This is an optimization exercise on Yosys and OpenROAD, whose aim is a short achievable clock period and few clock cycles, not a production implementation.
Function was checked by simulation only, so behaviour that the tests miss may differ from the original.
Power and IR drop assume default switching activity.

==> flow/design.v <==
module fetchStage #(
    parameter logic [31:0] ResetPc = 32'h0000_0000
) (
    input  logic        CLK,
    input  logic        arstN,
    input  logic        hold,
    input  logic        redirect,
    input  logic [31:0] redirectPc,
    input  logic [31:0] instWord,
    output logic [31:0] instAddr,
    output logic        ifIdValid,
    output logic [31:0] ifIdPc,
    output logic [31:0] ifIdInst
);
    logic [31:0] pc;
    assign instAddr = pc;
    always_ff @(posedge CLK or negedge arstN) begin
        if (!arstN) begin
            pc        <= ResetPc;
            ifIdValid <= 1'b0;
            ifIdPc    <= 32'd0;
            ifIdInst  <= 32'd0;
        end else if (redirect) begin
            pc        <= redirectPc;
            ifIdValid <= 1'b0;
        end else if (!hold) begin
            pc        <= pc + 32'd4;
            ifIdValid <= 1'b1;
            ifIdPc    <= pc;
            ifIdInst  <= instWord;
        end
    end
endmodule
module decodeStage (
    input  logic        CLK,
    input  logic        arstN,
    input  logic        ifIdValid,
    input  logic [31:0] ifIdPc,
    input  logic [31:0] ifIdInst,
    input  logic        redirect,
    input  logic        memWbValid,
    input  logic        memWbRegWrEn,
    input  logic [4:0]  memWbRd,
    input  logic [31:0] memWbData,
    output logic        hold,
    output logic        idExValid,
    output logic [3:0]  idExAluOp,
    output logic        idExSrcBImm,
    output logic        idExRegWrEn,
    output logic        idExMemRd,
    output logic        idExMemWr,
    output logic        idExIsBranch,
    output logic        idExBranchNe,
    output logic        idExIsHalt,
    output logic [31:0] idExPc,
    output logic [4:0]  idExRs1,
    output logic [4:0]  idExRs2,
    output logic [4:0]  idExRd,
    output logic [31:0] idExRs1Data,
    output logic [31:0] idExRs2Data,
    output logic [31:0] idExImm
);
    localparam logic [6:0] OpCompute = 7'b0110011;
    localparam logic [6:0] OpImm     = 7'b0010011;
    localparam logic [6:0] OpLui     = 7'b0110111;
    localparam logic [6:0] OpLoad    = 7'b0000011;
    localparam logic [6:0] OpStore   = 7'b0100011;
    localparam logic [6:0] OpBranch  = 7'b1100011;
    localparam logic [3:0] AluAdd = 4'd0;
    localparam logic [3:0] AluSub = 4'd1;
    localparam logic [3:0] AluAnd = 4'd2;
    localparam logic [3:0] AluOr  = 4'd3;
    localparam logic [3:0] AluXor = 4'd4;
    localparam logic [3:0] AluSlt = 4'd5;
    localparam logic [3:0] AluSll = 4'd6;
    localparam logic [3:0] AluSrl = 4'd7;
    localparam logic [2:0] Funct3AddSub = 3'b000;
    localparam logic [2:0] Funct3Sll    = 3'b001;
    localparam logic [2:0] Funct3Slt    = 3'b010;
    localparam logic [2:0] Funct3Xor    = 3'b100;
    localparam logic [2:0] Funct3Srl    = 3'b101;
    localparam logic [2:0] Funct3Or     = 3'b110;
    localparam logic [2:0] Funct3And    = 3'b111;
    localparam logic [2:0] Funct3Word   = 3'b010;
    localparam logic [2:0] Funct3Beq    = 3'b000;
    localparam logic [2:0] Funct3Bne    = 3'b001;
    localparam logic [6:0] Funct7Base   = 7'b0000000;
    localparam logic [6:0] Funct7Sub    = 7'b0100000;
    logic [31:0] regFile [0:31];
    logic [6:0]  opcode;
    logic [2:0]  funct3;
    logic [6:0]  funct7;
    logic [4:0]  rs1Idx;
    logic [4:0]  rs2Idx;
    logic [4:0]  rdIdx;
    logic [3:0]  aluOp;
    logic        srcBImm;
    logic        regWrEn;
    logic        memRd;
    logic        memWr;
    logic        isBranch;
    logic        branchNe;
    logic        isHalt;
    logic [31:0] imm;
    logic [31:0] rs1Data;
    logic [31:0] rs2Data;
    logic        usesRs1;
    logic        usesRs2;
    logic        badFunct;
    logic        rfWrEn;
    logic        loadUse;
    logic        haltSeen;
    assign opcode = ifIdInst[6:0];
    assign funct3 = ifIdInst[14:12];
    assign funct7 = ifIdInst[31:25];
    assign rdIdx  = ifIdInst[11:7];
    assign rs2Idx = ifIdInst[24:20];
    assign rs1Idx = (opcode == OpLui) ? 5'd0 : ifIdInst[19:15];
    always_comb begin
        aluOp    = AluAdd;
        srcBImm  = 1'b0;
        regWrEn  = 1'b0;
        memRd    = 1'b0;
        memWr    = 1'b0;
        isBranch = 1'b0;
        branchNe = 1'b0;
        isHalt   = 1'b0;
        usesRs1  = 1'b0;
        usesRs2  = 1'b0;
        badFunct = 1'b0;
        case (opcode)
            OpCompute, OpImm: begin
                usesRs1 = 1'b1;
                usesRs2 = (opcode == OpCompute);
                srcBImm = (opcode == OpImm);
                regWrEn = 1'b1;
                case (funct3)
                    Funct3AddSub: begin
                        aluOp = (opcode == OpCompute && funct7 == Funct7Sub) ? AluSub : AluAdd;
                    end
                    Funct3Sll: aluOp = AluSll;
                    Funct3Slt: aluOp = AluSlt;
                    Funct3Xor: aluOp = AluXor;
                    Funct3Srl: aluOp = AluSrl;
                    Funct3Or:  aluOp = AluOr;
                    Funct3And: aluOp = AluAnd;
                    default:   badFunct = 1'b1;
                endcase
                if (opcode == OpCompute || funct3 == Funct3Sll || funct3 == Funct3Srl) begin
                    badFunct = badFunct | !(funct7 == Funct7Base ||
                        (opcode == OpCompute && funct3 == Funct3AddSub &&
                         funct7 == Funct7Sub));
                end
            end
            OpLui: begin
                srcBImm = 1'b1;
                regWrEn = 1'b1;
            end
            OpLoad: begin
                usesRs1  = 1'b1;
                srcBImm  = 1'b1;
                regWrEn  = 1'b1;
                memRd    = 1'b1;
                badFunct = (funct3 != Funct3Word);
            end
            OpStore: begin
                usesRs1  = 1'b1;
                usesRs2  = 1'b1;
                srcBImm  = 1'b1;
                memWr    = 1'b1;
                badFunct = (funct3 != Funct3Word);
            end
            OpBranch: begin
                usesRs1  = 1'b1;
                usesRs2  = 1'b1;
                isBranch = 1'b1;
                branchNe = (funct3 == Funct3Bne);
                badFunct = !(funct3 == Funct3Beq || funct3 == Funct3Bne);
            end
            default: isHalt = 1'b1;
        endcase
        if (badFunct) begin
            aluOp    = AluAdd;
            srcBImm  = 1'b0;
            regWrEn  = 1'b0;
            memRd    = 1'b0;
            memWr    = 1'b0;
            isBranch = 1'b0;
            branchNe = 1'b0;
            isHalt   = 1'b1;
            usesRs1  = 1'b0;
            usesRs2  = 1'b0;
        end
        if (rdIdx == 5'd0) begin
            regWrEn = 1'b0;
        end
    end
    always_comb begin
        case (opcode)
            OpStore:  imm = {{20{ifIdInst[31]}}, ifIdInst[31:25], ifIdInst[11:7]};
            OpBranch: imm = {{20{ifIdInst[31]}}, ifIdInst[7], ifIdInst[30:25],
                             ifIdInst[11:8], 1'b0};
            OpLui:    imm = {ifIdInst[31:12], 12'b0};
            default:  imm = {{20{ifIdInst[31]}}, ifIdInst[31:20]};
        endcase
    end
    assign rfWrEn = memWbValid && memWbRegWrEn;
    always_ff @(posedge CLK) begin
        if (rfWrEn) begin
            regFile[memWbRd] <= memWbData;
        end
    end
    always_comb begin
        if (rs1Idx == 5'd0) begin
            rs1Data = 32'd0;
        end else if (rfWrEn && memWbRd == rs1Idx) begin
            rs1Data = memWbData;
        end else begin
            rs1Data = regFile[rs1Idx];
        end
        if (rs2Idx == 5'd0) begin
            rs2Data = 32'd0;
        end else if (rfWrEn && memWbRd == rs2Idx) begin
            rs2Data = memWbData;
        end else begin
            rs2Data = regFile[rs2Idx];
        end
    end
    assign loadUse = ifIdValid && idExValid && idExMemRd && idExRegWrEn &&
                     ((usesRs1 && rs1Idx == idExRd) || (usesRs2 && rs2Idx == idExRd));
    assign hold = loadUse || haltSeen;
    always_ff @(posedge CLK or negedge arstN) begin
        if (!arstN) begin
            haltSeen     <= 1'b0;
            idExValid    <= 1'b0;
            idExAluOp    <= 4'd0;
            idExSrcBImm  <= 1'b0;
            idExRegWrEn  <= 1'b0;
            idExMemRd    <= 1'b0;
            idExMemWr    <= 1'b0;
            idExIsBranch <= 1'b0;
            idExBranchNe <= 1'b0;
            idExIsHalt   <= 1'b0;
            idExPc       <= 32'd0;
            idExRs1      <= 5'd0;
            idExRs2      <= 5'd0;
            idExRd       <= 5'd0;
            idExRs1Data  <= 32'd0;
            idExRs2Data  <= 32'd0;
            idExImm      <= 32'd0;
        end else if (redirect || hold) begin
            idExValid <= 1'b0;
        end else begin
            haltSeen     <= ifIdValid && isHalt;
            idExValid    <= ifIdValid;
            idExAluOp    <= aluOp;
            idExSrcBImm  <= srcBImm;
            idExRegWrEn  <= regWrEn;
            idExMemRd    <= memRd;
            idExMemWr    <= memWr;
            idExIsBranch <= isBranch;
            idExBranchNe <= branchNe;
            idExIsHalt   <= isHalt;
            idExPc       <= ifIdPc;
            idExRs1      <= rs1Idx;
            idExRs2      <= rs2Idx;
            idExRd       <= rdIdx;
            idExRs1Data  <= rs1Data;
            idExRs2Data  <= rs2Data;
            idExImm      <= imm;
        end
    end
endmodule
module executeStage (
    input  logic        CLK,
    input  logic        arstN,
    input  logic        idExValid,
    input  logic [3:0]  idExAluOp,
    input  logic        idExSrcBImm,
    input  logic        idExRegWrEn,
    input  logic        idExMemRd,
    input  logic        idExMemWr,
    input  logic        idExIsBranch,
    input  logic        idExBranchNe,
    input  logic        idExIsHalt,
    input  logic [31:0] idExPc,
    input  logic [4:0]  idExRs1,
    input  logic [4:0]  idExRs2,
    input  logic [4:0]  idExRd,
    input  logic [31:0] idExRs1Data,
    input  logic [31:0] idExRs2Data,
    input  logic [31:0] idExImm,
    input  logic        memWbValid,
    input  logic        memWbRegWrEn,
    input  logic [4:0]  memWbRd,
    input  logic [31:0] memWbData,
    output logic        redirect,
    output logic [31:0] redirectPc,
    output logic        exMemValid,
    output logic        exMemRegWrEn,
    output logic        exMemMemRd,
    output logic        exMemMemWr,
    output logic        exMemIsHalt,
    output logic [4:0]  exMemRd,
    output logic [31:0] exMemAluResult,
    output logic [31:0] exMemStoreData
);
    localparam logic [3:0] AluAdd = 4'd0;
    localparam logic [3:0] AluSub = 4'd1;
    localparam logic [3:0] AluAnd = 4'd2;
    localparam logic [3:0] AluOr  = 4'd3;
    localparam logic [3:0] AluXor = 4'd4;
    localparam logic [3:0] AluSlt = 4'd5;
    localparam logic [3:0] AluSll = 4'd6;
    localparam logic [3:0] AluSrl = 4'd7;
    logic [31:0] opA;
    logic [31:0] opB;
    logic [31:0] rs2Fwd;
    logic [31:0] aluResult;
    logic        taken;
    always_comb begin
        if (exMemValid && exMemRegWrEn && exMemRd == idExRs1) begin
            opA = exMemAluResult;
        end else if (memWbValid && memWbRegWrEn && memWbRd == idExRs1) begin
            opA = memWbData;
        end else begin
            opA = idExRs1Data;
        end
        if (exMemValid && exMemRegWrEn && exMemRd == idExRs2) begin
            rs2Fwd = exMemAluResult;
        end else if (memWbValid && memWbRegWrEn && memWbRd == idExRs2) begin
            rs2Fwd = memWbData;
        end else begin
            rs2Fwd = idExRs2Data;
        end
        opB = idExSrcBImm ? idExImm : rs2Fwd;
    end
    always_comb begin
        case (idExAluOp)
            AluAdd:  aluResult = opA + opB;
            AluSub:  aluResult = opA - opB;
            AluAnd:  aluResult = opA & opB;
            AluOr:   aluResult = opA | opB;
            AluXor:  aluResult = opA ^ opB;
            AluSlt:  aluResult = {31'b0, $signed(opA) < $signed(opB)};
            AluSll:  aluResult = opA << opB[4:0];
            AluSrl:  aluResult = opA >> opB[4:0];
            default: aluResult = opA + opB;
        endcase
    end
    assign taken      = idExIsBranch && ((opA == rs2Fwd) != idExBranchNe);
    assign redirect   = idExValid && taken;
    assign redirectPc = idExPc + idExImm;
    always_ff @(posedge CLK or negedge arstN) begin
        if (!arstN) begin
            exMemValid     <= 1'b0;
            exMemRegWrEn   <= 1'b0;
            exMemMemRd     <= 1'b0;
            exMemMemWr     <= 1'b0;
            exMemIsHalt    <= 1'b0;
            exMemRd        <= 5'd0;
            exMemAluResult <= 32'd0;
            exMemStoreData <= 32'd0;
        end else begin
            exMemValid     <= idExValid;
            exMemRegWrEn   <= idExRegWrEn;
            exMemMemRd     <= idExMemRd;
            exMemMemWr     <= idExMemWr;
            exMemIsHalt    <= idExIsHalt;
            exMemRd        <= idExRd;
            exMemAluResult <= aluResult;
            exMemStoreData <= rs2Fwd;
        end
    end
endmodule
module memWriteStage (
    input  logic        CLK,
    input  logic        arstN,
    input  logic        exMemValid,
    input  logic        exMemRegWrEn,
    input  logic        exMemMemRd,
    input  logic        exMemMemWr,
    input  logic        exMemIsHalt,
    input  logic [4:0]  exMemRd,
    input  logic [31:0] exMemAluResult,
    input  logic [31:0] exMemStoreData,
    input  logic [31:0] dataRdData,
    output logic [31:0] dataAddr,
    output logic        dataWrEn,
    output logic [31:0] dataWrData,
    output logic        memWbValid,
    output logic        memWbRegWrEn,
    output logic        memWbIsHalt,
    output logic [4:0]  memWbRd,
    output logic [31:0] memWbData,
    output logic        halt
);
    logic haltLatched;
    assign dataAddr   = exMemAluResult;
    assign dataWrEn   = exMemValid && exMemMemWr;
    assign dataWrData = exMemStoreData;
    always_ff @(posedge CLK or negedge arstN) begin
        if (!arstN) begin
            memWbValid   <= 1'b0;
            memWbRegWrEn <= 1'b0;
            memWbIsHalt  <= 1'b0;
            memWbRd      <= 5'd0;
            memWbData    <= 32'd0;
            haltLatched  <= 1'b0;
        end else begin
            memWbValid   <= exMemValid;
            memWbRegWrEn <= exMemRegWrEn;
            memWbIsHalt  <= exMemIsHalt;
            memWbRd      <= exMemRd;
            memWbData    <= exMemMemRd ? dataRdData : exMemAluResult;
            if (memWbValid && memWbIsHalt) begin
                haltLatched <= 1'b1;
            end
        end
    end
    assign halt = haltLatched || (memWbValid && memWbIsHalt);
endmodule
module pipelineCpu #(
    parameter logic [31:0] ResetPc = 32'h0000_0000
) (
    input  logic        CLK,
    input  logic        arstN,
    output logic [31:0] instAddr,
    input  logic [31:0] instWord,
    output logic [31:0] dataAddr,
    output logic        dataWrEn,
    output logic [31:0] dataWrData,
    input  logic [31:0] dataRdData,
    output logic        halt
);
    logic        ifIdValid;
    logic [31:0] ifIdPc;
    logic [31:0] ifIdInst;
    logic        idExValid;
    logic [3:0]  idExAluOp;
    logic        idExSrcBImm;
    logic        idExRegWrEn;
    logic        idExMemRd;
    logic        idExMemWr;
    logic        idExIsBranch;
    logic        idExBranchNe;
    logic        idExIsHalt;
    logic [31:0] idExPc;
    logic [4:0]  idExRs1;
    logic [4:0]  idExRs2;
    logic [4:0]  idExRd;
    logic [31:0] idExRs1Data;
    logic [31:0] idExRs2Data;
    logic [31:0] idExImm;
    logic        exMemValid;
    logic        exMemRegWrEn;
    logic        exMemMemRd;
    logic        exMemMemWr;
    logic        exMemIsHalt;
    logic [4:0]  exMemRd;
    logic [31:0] exMemAluResult;
    logic [31:0] exMemStoreData;
    logic        memWbValid;
    logic        memWbRegWrEn;
    logic        memWbIsHalt;
    logic [4:0]  memWbRd;
    logic [31:0] memWbData;
    logic        hold;
    logic        redirect;
    logic [31:0] redirectPc;
    fetchStage #(
        .ResetPc    (ResetPc)
    ) i_fetchStage (
        .CLK        (CLK),
        .arstN      (arstN),
        .hold       (hold),
        .redirect   (redirect),
        .redirectPc (redirectPc),
        .instWord   (instWord),
        .instAddr   (instAddr),
        .ifIdValid  (ifIdValid),
        .ifIdPc     (ifIdPc),
        .ifIdInst   (ifIdInst)
    );
    decodeStage i_decodeStage (
        .CLK          (CLK),
        .arstN        (arstN),
        .ifIdValid    (ifIdValid),
        .ifIdPc       (ifIdPc),
        .ifIdInst     (ifIdInst),
        .redirect     (redirect),
        .memWbValid   (memWbValid),
        .memWbRegWrEn (memWbRegWrEn),
        .memWbRd      (memWbRd),
        .memWbData    (memWbData),
        .hold         (hold),
        .idExValid    (idExValid),
        .idExAluOp    (idExAluOp),
        .idExSrcBImm  (idExSrcBImm),
        .idExRegWrEn  (idExRegWrEn),
        .idExMemRd    (idExMemRd),
        .idExMemWr    (idExMemWr),
        .idExIsBranch (idExIsBranch),
        .idExBranchNe (idExBranchNe),
        .idExIsHalt   (idExIsHalt),
        .idExPc       (idExPc),
        .idExRs1      (idExRs1),
        .idExRs2      (idExRs2),
        .idExRd       (idExRd),
        .idExRs1Data  (idExRs1Data),
        .idExRs2Data  (idExRs2Data),
        .idExImm      (idExImm)
    );
    executeStage i_executeStage (
        .CLK            (CLK),
        .arstN          (arstN),
        .idExValid      (idExValid),
        .idExAluOp      (idExAluOp),
        .idExSrcBImm    (idExSrcBImm),
        .idExRegWrEn    (idExRegWrEn),
        .idExMemRd      (idExMemRd),
        .idExMemWr      (idExMemWr),
        .idExIsBranch   (idExIsBranch),
        .idExBranchNe   (idExBranchNe),
        .idExIsHalt     (idExIsHalt),
        .idExPc         (idExPc),
        .idExRs1        (idExRs1),
        .idExRs2        (idExRs2),
        .idExRd         (idExRd),
        .idExRs1Data    (idExRs1Data),
        .idExRs2Data    (idExRs2Data),
        .idExImm        (idExImm),
        .memWbValid     (memWbValid),
        .memWbRegWrEn   (memWbRegWrEn),
        .memWbRd        (memWbRd),
        .memWbData      (memWbData),
        .redirect       (redirect),
        .redirectPc     (redirectPc),
        .exMemValid     (exMemValid),
        .exMemRegWrEn   (exMemRegWrEn),
        .exMemMemRd     (exMemMemRd),
        .exMemMemWr     (exMemMemWr),
        .exMemIsHalt    (exMemIsHalt),
        .exMemRd        (exMemRd),
        .exMemAluResult (exMemAluResult),
        .exMemStoreData (exMemStoreData)
    );
    memWriteStage i_memWriteStage (
        .CLK            (CLK),
        .arstN          (arstN),
        .exMemValid     (exMemValid),
        .exMemRegWrEn   (exMemRegWrEn),
        .exMemMemRd     (exMemMemRd),
        .exMemMemWr     (exMemMemWr),
        .exMemIsHalt    (exMemIsHalt),
        .exMemRd        (exMemRd),
        .exMemAluResult (exMemAluResult),
        .exMemStoreData (exMemStoreData),
        .dataRdData     (dataRdData),
        .dataAddr       (dataAddr),
        .dataWrEn       (dataWrEn),
        .dataWrData     (dataWrData),
        .memWbValid     (memWbValid),
        .memWbRegWrEn   (memWbRegWrEn),
        .memWbIsHalt    (memWbIsHalt),
        .memWbRd        (memWbRd),
        .memWbData      (memWbData),
        .halt           (halt)
    );
endmodule
==> flow/run.sh <==
#!/bin/bash
# synth_recipe.tcl (not shown) runs the flow's synth.tcl, then flattens the netlist and writes it again
# the make line also repeats each setting of config.mk as NAME=value (left out here)
make -C /OpenROAD-flow-scripts/flow DESIGN_CONFIG=/design/flow/config.mk WORK_HOME=/design/flow/orfs CLKGATE_MAP_FILE= SYNTH_SCRIPT=/design/flow/synth_recipe.tcl finish
==> flow/config.mk <==
export PLATFORM = sky130hd
export DESIGN_NAME = pipelineCpu
export DESIGN_NICKNAME = pipelineCpu
export VERILOG_FILES = /design/flow/design.v
export SDC_FILE = /design/flow/constraint.sdc
export NUM_CORES = 4
export LEC_CHECK = 0
export CAP_MARGIN = 20
export CORE_MARGIN = 2
export CORE_UTILIZATION = 40
export SLEW_MARGIN = 20
==> flow/constraint.sdc <==
create_clock -name core_clock -period 7.5 [get_ports {CLK}]
set_input_delay 1.5000 -clock core_clock [delete_from_list [all_inputs] [get_ports {CLK}]]
set_output_delay 1.5000 -clock core_clock [all_outputs]
set_load 0.01 [all_outputs]
==> summary.txt, run 1 <==
- Clk slew on worst S/H paths: 0.07 ns
- Gr busiest metal: met2
- Crit path DAT: 7.39 ns
- Min Tclk post-route: 6.651 ns
- Final period utilization: 0.8868
- DRC: 0
- Met1 usage: 0.4029
- HPWL after DPL: 182000 um
- #FFs+latches synth: 1391
- Post-synth ARST share: 0.2638
- Total of max-cap violations: 0
- Number of antenna violations at the first check in global routing: 8
- Final Core Density: 0.4537
- Met3 GRT Util: 0.06040
- CTS tree: yes
- Slew @ Worst Pin: 1.255 ns
- XOR/XNOR share of the synthesized area: 0.01630
- Status: timing/DRC/antenna clean
- TritonCTS Buffers: 154
- Fmax: 150.4 MHz
- CTS max path bufs: 3
- Synth area leaders: edfxtp_1, dfrtp_1, mux4_2
- Ports: 164
- Share of cells above drive strength 1: 0.1934
- Post-route ant nets: 0
- Final setup fails: 0
- Main combinational cell family by area after synthesis: multiplexers
- Post-synthesis adder-cell area fraction: 0.02196
- CP Max Fanout: 29
- VDD IR max: 0.2537 mV
- Setup Total Neg Slack: 0 ns
- Placed Instance Area: 81270 um^2
- Clock Sink Count: 1391
- Hold_buf cts: 0
- CP Buf/Inv Count: 4
- Area leader, netlist: edfxtp_1
- Slowest-stage cell, CP: a311oi_2
- Max Slew Vio Count: 0
- Post-synth EDFFs: 1024
- Die W: 441.9 um
- Hold Fails Final Rpt: 0
- Synthesized Nets: 6222
- Port buffer count: 163
- Worst EP required: 8.24 ns
- Fin nets: 6244
- Setup Fix Bufs, Post-CTS: 0
- Total GRT Usage: 0.2898
- Layout area overhead: 12.61%
- Worst-path cell chain: xnor2_1, nand4_1, or2_2, a311oi_2, nor2_4, inv_2, buf_4, ha_1, inv_1, fa_1, nor2b_1, o21a_1, a21o_1, a211oi_1, nor4_1, buf_4, a21oi_1, o21ai_0, a21oi_1, a311oi_1, o221a_2, a31oi_1
- Post-synth top flop: edfxtp_1
- Register area share after synthesis: 0.5207
- Post-Synth Simple-Gate Area: 0.09300
- Die Area: 195300 um^2
- Cells after Synth: 6024
- Top Family by Delay on Critical Path: compound AO/OA/AOI/OAI gates
- Via Count: 56360
- First-pass GRT wire length: 409700 um
- Drt pass-1 iters: 6
- Yosys warning count: 4
- RSZ-0062 raised after global routing: no
- Core box area: 190400 um^2
- Post-synthesis compound-gate area fraction: 0.1141
- Detailed Route WL: 289500 um
- CTS resizes: 0
- Initial Util: 0.4029
- Cell Pwr Density: 416.9 nW/um^2
- Mux cell area share after synthesis: 0.1974
- Worst Skew: 0.05040 ns
- Mapped cell area: 76700 um^2
- Slew HR: 0.1594
- H-tree depth: 4
- Vias in the first global route: 54440
- Iter 0 DRT Violations: 7603
- Kind of critical path: reg2reg
- Tot Pwr: 36.01 mW
- Worst hold-check path type: reg2reg
- Vias/cell: 6.493
- Fin area: 86370 um^2
- Post-synth top area share: 0.4009
- Worst-Skew Late Latency: 0.83 ns
- GPL Wtd Cong: 1.014
- Die height: 441.9 um
- Distinct cells, synth: 95
- Max incr delay on CP: 0.78 ns
- Startpoint class of the critical path: register
- Pleak: 31.46 nW
- Average size of a mapped cell: 12.73 um^2
- Largest net degree at the start of global routing: 152
- Met2 usage: 0.4310
- CTS root buf: clkbuf_16
- CP Capture Type: register
- Avg WL per Cell: 33.35 um
- Site row count: 160
- Gr ovfl total: 0
## Yosys cell counts (49+ instances only)
library cell	count
clkbuf_1	347
xnor2_1	90
inv_1	136
dfrtp_1	367
xor2_1	49
nor3_1	64
mux2i_1	246
and3_1	94
ha_1	129
a211oi_1	201
buf_1	67
nand3_1	202
o21ai_0	140
mux2_4	178
mux4_2	395
a21oi_1	300
a31oi_1	51
nand2_1	685
nor2_1	268
edfxtp_1	1024
mux2_2	92
nor2b_1	80
a311oi_1	200
## final cells by class
class                   instances  area, um^2
flip-flops and latches       1391       39970
clock inverters                83       902.1
clock buffers                 196        4185
inverters                     143       536.8
repair buffers                347        3281
well taps                    2511        3142
multi-input cells            4009       34350
fillers                     16890      104000
diodes                          1       2.502
## flip-flops by register name, summed over array words and instances, names as in the netlist, 3 cells and up
| signal | cells |
|---|---|
| i_decodeStage.idExImm | 32 |
| i_executeStage.exMemStoreData | 32 |
| i_decodeStage.idExRd | 5 |
| i_fetchStage.ifIdPc | 32 |
| i_decodeStage.idExRs1Data | 32 |
| i_executeStage.exMemAluResult | 32 |
| i_decodeStage.idExRs1 | 5 |
| i_fetchStage.ifIdInst | 32 |
| i_memWriteStage.memWbRd | 5 |
| i_memWriteStage.memWbData | 32 |
| i_decodeStage.idExRs2Data | 32 |
| i_decodeStage.regFile | 1024 |
| i_decodeStage.idExRs2 | 5 |
| i_decodeStage.idExPc | 32 |
| i_executeStage.exMemRd | 5 |
| i_decodeStage.idExAluOp | 3 |
| i_fetchStage.pc | 32 |
## per-layer routing
| layer | vias to the layer above | part of all wire |
|---|---|---|
| met1 | 28540 | 0.40 |
| met3 | 781 | 0.10 |
| met2 | 3581 | 0.43 |
| met4 | 12 | 0.059 |
| li1 | 23450 | - |
| met5 | - | 0.00028 |
## worst register-to-register path: stages, from the launching register on
cell,delay (ns)
dfrtp_1,0.42
xnor2_1,0.20
nand4_1,0.38
or2_2,0.67
a311oi_2,0.79
nor2_4,0.05
inv_2,0.08
buf_4,0.31
ha_1,0.25
inv_1,0.07
fa_1,0.44
nor2b_1,0.16
o21a_1,0.21
a21o_1,0.23
a211oi_1,0.39
nor4_1,0.11
buf_4,0.17
a21oi_1,0.49
o21ai_0,0.41
a21oi_1,0.27
a311oi_1,0.07
o221a_2,0.28
a31oi_1,0.14
## worst paths after layout
check,endpoint,slack [ns],startpoint,cells past startpoint
max in group asynchronous,i_memWriteStage.memWbData[12]$_DFF_PN0_,5.29,arstN,2
min in group asynchronous,i_fetchStage.ifIdInst[0]$_DFFE_PN0P_,0.71,arstN,1
min reg2reg,i_memWriteStage.memWbIsHalt$_DFF_PN0_,0.35,i_executeStage.exMemIsHalt$_DFF_PN0_,0
min,i_memWriteStage.memWbIsHalt$_DFF_PN0_,0.35,i_executeStage.exMemIsHalt$_DFF_PN0_,0
max,i_executeStage.exMemAluResult[0]$_DFF_PN0_,0.85,i_decodeStage.idExRs2[4]$_DFFE_PN0P_,22
max reg2reg,i_executeStage.exMemAluResult[0]$_DFF_PN0_,0.85,i_decodeStage.idExRs2[4]$_DFFE_PN0P_,22
## stage by stage
stage                     worst slack (ns)  std cells  hold WS [ns]
after floorplan                      2.000       6024        0.3312
after global placement               1.134       8401        0.3507
after detailed placement            0.9827       8401        0.3458
after CTS                           0.9614       8680        0.3589
after global routing                0.6035       8680        0.3786
final                               0.8489       8681        0.3540
## report_power, final
group          internal (mW)  leakage (nW)  total (mW)  switching [mW]
combinational           6.17          15.3        16.9            10.7
clock                   4.37          2.49        7.67            3.31
sequential              9.85          13.6        11.5            1.61
## logic make-up (layout without fill, tap and decap cells)
kind of cell / Yosys count / in the layout
DFF: 1391 / 1391
muxes: 917 / 917
and+or+nand+nor: 1561 / 1561
xor gates and xnor gates: 141 / 141
AOI/OAI and AO/OA: 1257 / 1257
buffers and inverters: 624 / 769
other: 0 / 1
adders and majority gates: 133 / 133
## layout by cell type, fill, tap and decap left out, types with 140 or more instances in the layout
| master | Yosys | final |
|---|---|---|
| nor2_1 | 268 | 229 |
| edfxtp_1 | 1024 | 1024 |
| o21ai_0 | 140 | 140 |
| clkdlybuf4s50_1 | 0 | 162 |
| nand2_1 | 685 | 682 |
| clkbuf_16 | 0 | 157 |
| mux2_4 | 178 | 178 |
| mux2i_1 | 246 | 245 |
| mux4_2 | 395 | 395 |
| dfrtp_1 | 367 | 352 |
| nand3_1 | 202 | 199 |
| a211oi_1 | 201 | 200 |
| buf_4 | 9 | 163 |
| a21oi_1 | 300 | 300 |
| a311oi_1 | 200 | 200 |
Testbench counts, summed over its fixed seeds: cycles 151,296.
==> run 2: changes to the inputs <==
--- a/flow/config.mk
+++ b/flow/config.mk
@@ -5,7 +5,10 @@
 export SDC_FILE = /design/flow/constraint.sdc
 export NUM_CORES = 4
 export LEC_CHECK = 0
+export ABC_CLOCK_PERIOD_IN_PS = 3000
 export CAP_MARGIN = 20
 export CORE_MARGIN = 2
 export CORE_UTILIZATION = 40
+export SETUP_SLACK_MARGIN = 4.0
 export SLEW_MARGIN = 20
+export TNS_END_PERCENT = 100
==> run 2 against run 1 <==
  * Power up 8.1%
  * Maximum frequency up 37%
  * Sequential share of layout area down 2.6 points
  * Largest cell class unchanged
  * Global-route usage up 0.34 points
  * Design area up 6.2%
  * Combinational power up 17%
  * Core utilization up 2.8 points
==> summary.txt, run 2 <==
- Max Slew Vio Count: 0
- CP Max Fanout: 5
- Worst-path cell chain: buf_4, a221oi_4, buf_4, nand4_1, and2_4, a21oi_4, ha_4, inv_2, fa_2, nor2b_2, o211ai_1, a31oi_2, nor2_2, o311a_4, o21ai_4, a21oi_2, a211oi_2, a32oi_1, xnor2_1, a2111o_1
- Port buffer count: 163
- Total of max-cap violations: 0
- Slowest-stage cell, CP: dfrtp_2
- Main combinational cell family by area after synthesis: multiplexers
- RSZ-0062 raised after global routing: yes
- Gr busiest metal: met2
- Crit path DAT: 5.57 ns
- Post-synthesis adder-cell area fraction: 0.02196
- Die height: 441.9 um
- FF-to-FF setup slack: 2.64 ns
- Distinct cells, synth: 95
- Cell Pwr Density: 424.3 nW/um^2
- Core box area: 190400 um^2
- Most frequent cells in the layout: edfxtp_1, nand2_1, mux4_2
- CP Buf/Inv Count: 3
- Post-route ant nets: 0
- H-tree depth: 4
- XOR/XNOR share of the synthesized area: 0.01630
- Mux cell area share after synthesis: 0.1974
- Post-Synth Simple-Gate Area: 0.09300
- #FFs+latches synth: 1391
- Kind of critical path: reg2reg
- Top Family by Delay on Critical Path: compound AO/OA/AOI/OAI gates
- CP Capture Type: register
- Post-synth EDFFs: 1024
- Initial Util: 0.4029
- Post-synth top flop: edfxtp_1
- Synthesized Nets: 6222
- Yosys warning count: 4
- Setup Total Neg Slack: 0 ns
- Die W: 441.9 um
- Clock Sink Count: 1391
- Hold Fails Final Rpt: 0
- Layout area overhead: 19.54%
- Most flops, register: i_decodeStage.regFile
- Most frequent cells after synthesis: edfxtp_1, nand2_1, mux4_2
- Iter 0 DRT Violations: 7843
- CTS max path bufs: 3
- Slew @ Worst Pin: 1.083 ns
- Number of antenna violations at the first check in global routing: 15
- Met1 usage: 0.3967
- Synth area leaders: edfxtp_1, dfrtp_1, mux4_2
- Min Tclk post-route: 4.863 ns
- Cell with the most instances after synthesis: edfxtp_1
- Final setup fails: 0
- Avg WL per Cell: 32.98 um
- Max incr delay on CP: 0.46 ns
- WHS: 0.3503 ns
- Met3 GRT Util: 0.06324
- Post-synth ARST share: 0.2638
- Drt pass-1 iters: 9
- Status: timing/DRC/antenna clean
- Startpoint class of the critical path: register
- First-pass GRT wire length: 415800 um
- Max FFs per register: 1024
- Via Count: 57660
- TritonCTS Buffers: 153
- Pleak: 33.53 nW
- Largest net degree at the start of global routing: 144
- Share of cells above drive strength 1: 0.2701
- Worst-Skew Late Latency: 0.84 ns
- Cells after Synth: 6024
- Final Core Density: 0.4816
- Site row count: 160
- Mapped cell area: 76700 um^2
- GPL Wtd Cong: 1.015
- Area leader, netlist: edfxtp_1
- Vias in the first global route: 56020
- Commonest non-fill, non-tap cell in the layout: edfxtp_1
- Post-synth top area share: 0.4009
- Fmax: 205.6 MHz
- VDD IR max: 0.2787 mV
- CP most frequent cell: buf_4
- Final period utilization: 0.6485
- Average size of a mapped cell: 12.73 um^2
- CTS tree: yes
- DRC: 0
- Fin nets: 6496
- Ports: 164
- Worst EP required: 8.21 ns
- Post-synthesis compound-gate area fraction: 0.1141
- Register area share after synthesis: 0.5207
- Total GRT Usage: 0.2932
- Met2 usage: 0.4469
- HPWL after DPL: 175700 um
- Slew HR: 0.2761
- Vias/cell: 6.454
- Clk slew on worst S/H paths: 0.06 ns
- CTS root buf: clkbuf_16
- Worst hold-check path type: reg2reg
- Detailed Route WL: 294700 um
- Die Area: 195300 um^2
- Worst Skew: 0.05431 ns
- Gr ovfl total: 0
-- run 2: cell counts after synthesis --
No cell type changed its count.
-- run 2: logic make-up after synthesis --
| family | after synthesis |
|---|---|
| DFF | 1391 |
| and+or+nand+nor | 1561 |
| muxes | 917 |
| AOI/OAI and AO/OA | 1257 |
| adders and majority gates | 133 |
| buffers and inverters | 624 |
| xor gates and xnor gates | 141 |
-- run 2: repair_timing --
item / 4_1_cts / 5_1_grt
pin swaps: 94 / 80
gates resized for setup: 369 / 105
gates cloned: 32 / 15
setup endpoints to repair: 335 / 295
setup buffers: 168 / 46
hold buffers: 0 / 0
-- run 2: cell type report --
cell class,count,area (um^2)
Antenna cell,3,7.507
Timing Repair Buffer,588,6306
Fill cell,16400,98690
Sequential cell,1391,40030
Tap cell,2511,3142
Clock inverter,88,1114
Multi-Input combinational cell,4021,36460
Clock buffer,189,4055
Inverter,143,568.0
-- run 2: per-layer routing --
layer | wire length (um) | part of all wire
met1 | 114400 | 0.39
met2 | 130600 | 0.44
met3 | 32160 | 0.11
met4 | 17420 | 0.059
met5 | 73 | 0.00025
-- run 2: through the flow --
step,power [mW],cells,cell area (um^2),worst slack (ns)
4_1_cts,37.74,8870,90440,2.749
5_1_grt,40.12,8932,91680,2.506
6_report,38.91,8934,91690,2.637
3_3_place_gp,27.85,8392,81520,1.522
2_1_floorplan,21.44,6024,77330,2.828
3_5_place_dp,27.84,8393,81540,1.498
-- run 2: final timing paths --
path                                                 startpoint                                           to  cells after the start
min                        i_executeStage.exMemIsHalt$_DFF_PN0_        i_memWriteStage.memWbIsHalt$_DFF_PN0_                      0
max in group asynchronous                                 arstN  i_executeStage.exMemAluResult[11]$_DFF_PN0_                      2
max reg2reg                i_memWriteStage.memWbRd[2]$_DFF_PN0_  i_executeStage.exMemAluResult[28]$_DFF_PN0_                     20
max                        i_memWriteStage.memWbRd[2]$_DFF_PN0_  i_executeStage.exMemAluResult[28]$_DFF_PN0_                     20
min in group asynchronous                                 arstN          i_fetchStage.ifIdPc[31]$_DFFE_PN0P_                      1
min reg2reg                i_executeStage.exMemIsHalt$_DFF_PN0_        i_memWriteStage.memWbIsHalt$_DFF_PN0_                      0
-- run 2: report_power, final --
part           leakage (nW)  switching [mW]  internal, mW  total [mW]
sequential             13.6            1.55          9.88        11.4
combinational          17.5            11.8          7.84        19.7
clock                  2.47            3.34          4.48        7.82

-- what the ideal ports hide --
The results above use ideal ports. As a check the final layouts listed here were re-extracted and re-timed, cells and wires unchanged. Step 1 (the two cells are an assumption about what drives the block):
set clk [get_ports {CLK}]
set_driving_cell -lib_cell sky130_fd_sc_hd__clkbuf_16 $clk
set_driving_cell -lib_cell sky130_fd_sc_hd__buf_2 [delete_from_list [all_inputs] $clk]
Step 2, shift: input delay + t, output delay - t, t = (earliest + latest rising clock arrival at the registers) / 2. This alone moves slack from input paths to output paths. Slacks: no drivers / after step 1 / after step 2; pairs: no drivers / after step 1.
| run | t (ns) | setup WS [ns] | hold slack, ns | worst setup path after step 2 | worst register clock-pin slew, ns |
|---|---|---|---|---|---|
| run 1 | 0.887 | 0.849 / 0.849 / 0.849 | 0.354 / 0.354 / 0.354 | register to register | 0.07 / 0.07 |
| run 2 | 0.889 | 2.637 / 2.637 / 2.637 | 0.350 / 0.350 / 0.350 | register to register | 0.07 / 0.07 |
After both steps setup and hold are still met in every run listed.
